From an optimization exercise on the open Yosys and OpenROAD flow, aimed at a short achievable clock period and few clock cycles; shortcuts taken in it are not production practice.
Where RTL was checked, it was by simulation tests only, not by an equivalence proof against the original.

==> v5 <==
// cpuCore
module cpuCore (
    input  logic                     clk,
    input  logic                     rstn,
    input  logic                     memReady,
    input  logic [corePkg::xlen-1:0] memRdData,
    output logic                     memRdEn,
    output logic                     memWrEn,
    output logic [corePkg::xlen-1:0] memAddr,
    output logic [corePkg::xlen-1:0] memWrData,
    output logic                     memSize  
);
    localparam int IW  = corePkg::icIdxW;
    localparam int ICE = 1 << IW;
    localparam int TLO = corePkg::icTagLo;
    localparam int THI = corePkg::icTagHi;
    localparam int NW  = corePkg::dcWays;
    localparam int WW  = corePkg::dcWayW;
    localparam int BI  = corePkg::btbIdxW;
    localparam int BE  = 1 << BI;
    localparam int BT  = corePkg::btbTagW;
    localparam int QN  = corePkg::iqDepth;
    localparam int M0  = corePkg::fwdM0;
    localparam int M1  = corePkg::fwdM1;
    localparam int W0  = corePkg::fwdW0;
    localparam int W1  = corePkg::fwdW1;
    logic [63:2]     pc;
    logic [63:0]     icData [0:ICE-1];
    logic [THI:TLO]  icTag  [0:ICE-1];
    logic [ICE-1:0]  icValid;
    logic [63:THI+1] icRegion;
    logic [THI:3]    fL1;         
    logic            fCross;      
    logic            fRegionOk, fH0, fH1;
    logic [63:0]     fD0, fD1;
    logic [31:0]     fI0, fI1;
    logic [ICE-1:0]  pcIcOH;      
    logic [ICE-1:0]  fSel, fTagM;
    logic [63:0]     fEven, fOdd;    
    logic            fHitEven, fHitOdd;
    assign fL1       = pc[THI:3] + 1'b1;
    assign fCross    = &pc[THI:3];
    assign fRegionOk = icRegion == pc[63:THI+1];
    assign fSel      = pcIcOH | {pcIcOH[ICE-2:0], pcIcOH[ICE-1]};
    always_comb begin
        fEven = '0;
        fOdd  = '0;
        for (int i = 0; i < ICE; i++) begin
            if (i == 0) fTagM[i] = icTag[i] == (pcIcOH[ICE-1] ? fL1[THI:TLO] : pc[THI:TLO]);
            else fTagM[i] = icTag[i] == pc[THI:TLO];
            if (i % 2 == 0) fEven = fEven | ({64{fSel[i]}} & icData[i]);
            else fOdd = fOdd | ({64{fSel[i]}} & icData[i]);
        end
  ...
==> module prefixAdd, before the edit <==
module prefixAdd #(
    parameter int W = 62
) (
    input  logic [W-1:0] a,
    input  logic [W-1:0] b,
    output logic [W-1:0] sum
);
    localparam int L = $clog2(W);
    logic [W-1:0] gen [0:L];
    logic [W-1:0] prop [0:L];
    always_comb begin
        gen[0]  = a & b;
        prop[0] = a ^ b;
        for (int l = 0; l < L; l++) begin
            gen[l+1]  = gen[l];
            prop[l+1] = prop[l];
            for (int i = 0; i < W; i++) begin
                if (((i >> l) & 1) == 1) begin
                    gen[l+1][i]  = gen[l][i] | (prop[l][i] & gen[l][((i >> l) << l) - 1]);
                    prop[l+1][i] = prop[l][i] & prop[l][((i >> l) << l) - 1];
                end
            end
        end
    end
    assign sum = (a ^ b) ^ {gen[L][W-2:0], 1'b0};
endmodule
clock: 10.0 ns
lec_check: 0
cap_margin: 20
core_margin: 2
core_utilization: 30
min_routing_layer: met2
place_density: 0.45
setup_slack_margin: 5
slew_margin: 20
tns_end_percent: 5
run.sh (not shown) runs the stock make flow with config.mk's settings and CLKGATE_MAP_FILE= SYNTH_SCRIPT=/design/flow/synth_recipe.tcl, a recipe that flattens the netlist after the stock synthesis.
==> v28 (differences from v5) <==
==> flow/flow/run.sh (new file) <==
#!/bin/bash
# The standard layout with a global routing setup of our own
# (flow/fastroute.tcl). The make log goes to flow_make.log; each ORFS step also
# keeps its own log under orfs/logs.
set -euo pipefail
bash standard.sh FASTROUTE_TCL="$(pwd)/flow/fastroute.tcl" finish > flow_make.log 2>&1
==> flow/flow/fastroute.tcl (new file) <==
# Global routing capacity: leave more of met1 and met2 free for pin access and
# detailed routing, so that the global routes move up to met3 and met4
set_global_routing_layer_adjustment met1 0.5
set_global_routing_layer_adjustment met2 0.35
set_global_routing_layer_adjustment met3-met5 0.2
set_routing_layers -clock met3-met5
set_routing_layers -signal met1-met5
==> flow/standard.sh (new file) <==
#!/bin/bash
# synth_recipe.tcl (not shown) runs the flow's synth.tcl, then flattens the netlist and writes it again
# the make line also repeats each setting of config.mk as NAME=value (left out here)
make -C /OpenROAD-flow-scripts/flow DESIGN_CONFIG=/design/flow/config.mk WORK_HOME=/design/flow/orfs CLKGATE_MAP_FILE= SYNTH_SCRIPT=/design/flow/synth_recipe.tcl "${@:-finish}"
Settings changed: CELL_PAD_IN_SITES_DETAIL_PLACEMENT set to 1, CELL_PAD_IN_SITES_GLOBAL_PLACEMENT set to 2, CORE_UTILIZATION 30 to 25, MIN_ROUTING_LAYER met2 to not set, PLACE_DENSITY 0.45 to 0.35.
removed: flow/run.sh
==> v34 (differences from v5) <==
--- a/flow/design.v
+++ b/flow/design.v
@@ -249,7 +249,7 @@
     input  logic [W-1:0] b,
     output logic [W-1:0] sum
 );
-    localparam int L = $clog2(W);
+    localparam int L = (W > 32) ? 6 : (W > 16) ? 5 : (W > 8) ? 4 : (W > 4) ? 3 : 2;
     logic [W-1:0] gen [0:L];
     logic [W-1:0] prop [0:L];
     always_comb begin
==> flow/flow/run.sh (new file) <==
#!/bin/bash
# The standard layout with a global routing setup of our own
# (flow/fastroute.tcl). The make log goes to flow_make.log; each ORFS step also
# keeps its own log under orfs/logs.
set -euo pipefail
bash standard.sh FASTROUTE_TCL="$(pwd)/flow/fastroute.tcl" finish > flow_make.log 2>&1
==> flow/flow/fastroute.tcl (new file) <==
# Global routing capacity: leave more of met1 and met2 free for pin access and
# detailed routing, so that the global routes move up to met3 and met4
set_global_routing_layer_adjustment met1 0.5
set_global_routing_layer_adjustment met2 0.35
set_global_routing_layer_adjustment met3-met5 0.2
set_routing_layers -clock met3-met5
set_routing_layers -signal met1-met5
==> flow/standard.sh (new file) <==
#!/bin/bash
# synth_recipe.tcl (not shown) runs the flow's synth.tcl, then flattens the netlist and writes it again
# the make line also repeats each setting of config.mk as NAME=value (left out here)
make -C /OpenROAD-flow-scripts/flow DESIGN_CONFIG=/design/flow/config.mk WORK_HOME=/design/flow/orfs CLKGATE_MAP_FILE= SYNTH_SCRIPT=/design/flow/synth_recipe.tcl "${@:-finish}"
Settings changed: CELL_PAD_IN_SITES_DETAIL_PLACEMENT set to 1, CELL_PAD_IN_SITES_GLOBAL_PLACEMENT set to 2, CORE_UTILIZATION 30 to 25, MIN_ROUTING_LAYER met2 to not set, PLACE_DENSITY 0.45 to 0.35.
removed: flow/run.sh
==> results.sh <==
export IMPL_met1_usage_pct=64.1
export IMPL_overflow=0
export IMPL_place_inst=77900
export IMPL_drv_slew=30
export IMPL_cts_setup_buffers=1047
export IMPL_post_place_ws_ns=1.87
export IMPL_so_faults="antenna rules, slew limit"
export IMPL_grt_busiest_layer="met2"
export IMPL_grt_pass1_wl_um=6240000
export IMPL_final_antenna_net_count=11
export IMPL_die_h_um=1530
export IMPL_track_usage_pct=50.1
export IMPL_cts_inserted_buffers=1519
export IMPL_rows=562
export IMPL_grt_pass1_vias=535000
export IMPL_status="complete, but fails checks"
export IMPL_place_congestion=1.01
export IMPL_met2_usage_pct=67.1
export IMPL_grt_use_met3_pct=30.4
export IMPL_grt_max_degree=140
export IMPL_cts_resized=1733
[end of results for v28]
==> results.sh <==
export IMPL_post_place_ws_ns=2.30
export IMPL_grt_use_met3_pct=82.7
export IMPL_grt_busiest_layer="met3"
export IMPL_place_inst=72700
export IMPL_grt_pass1_wl_um=6300000
export IMPL_met1_usage_pct=0
export IMPL_cts_setup_buffers=682
export IMPL_grt_max_degree=152
export IMPL_grt_pass1_vias=749000
export IMPL_rows=513
export IMPL_die_h_um=1400
export IMPL_place_congestion=1.16
export IMPL_stop_stage="global routing"
export IMPL_overflow=714
export IMPL_met2_usage_pct=76.8
export IMPL_cts_inserted_buffers=1418
export IMPL_status="aborted with a tool error"
export IMPL_firstError="[ERROR GRT-0116] Global routing finished with congestion. Check the congestion regions in the DRC Viewer."
[end of results for v5]
==> results.sh <==
export IMPL_post_place_ws_ns=1.87
export IMPL_so_faults="antenna rules, slew limit"
export IMPL_track_usage_pct=50.1
export IMPL_die_h_um=1530
export IMPL_grt_pass1_wl_um=6240000
export IMPL_cts_resized=1733
export IMPL_final_antenna_net_count=11
export IMPL_grt_pass1_vias=535000
export IMPL_met2_usage_pct=67.1
export IMPL_status="complete, but fails checks"
export IMPL_rows=562
export IMPL_place_inst=77900
export IMPL_met1_usage_pct=64.1
export IMPL_drv_slew=30
export IMPL_overflow=0
[end of results for v34]
Testbench counts of v34, summed over its fixed seeds: cycles 28,637.
The RTL of v5 and v28 was laid out without a check of its function.

separate check: timing with driven ports:
How much do the figures lean on ideal ports? The routed layouts below were timed once more, with nothing changed but the port constraints. Step 1, drivers: a clkbuf_16 drives clk and a buf_2 each remaining input, both assumed. Step 2 times the ports against the registers' clock, not the clock port: input delays grow and output delays shrink by t, the midpoint of the rising clock arrivals with the driver on. a / b / c = ideal / step 1 / step 2; a / b = the first two.
| run | t (ns) | setup WS [ns] | worst setup path at the end | worst register clock-pin slew, ns | worst slew at a driven data input, ns |
|---|---|---|---|---|---|
| v28 | 1.787 | 4.252 / 4.252 / 3.225 | input to register | 0.07 / 0.07 | 0.27 |
| v34 | 1.787 | 4.252 / 4.252 / 3.225 | input to register | 0.07 / 0.07 | 0.27 |
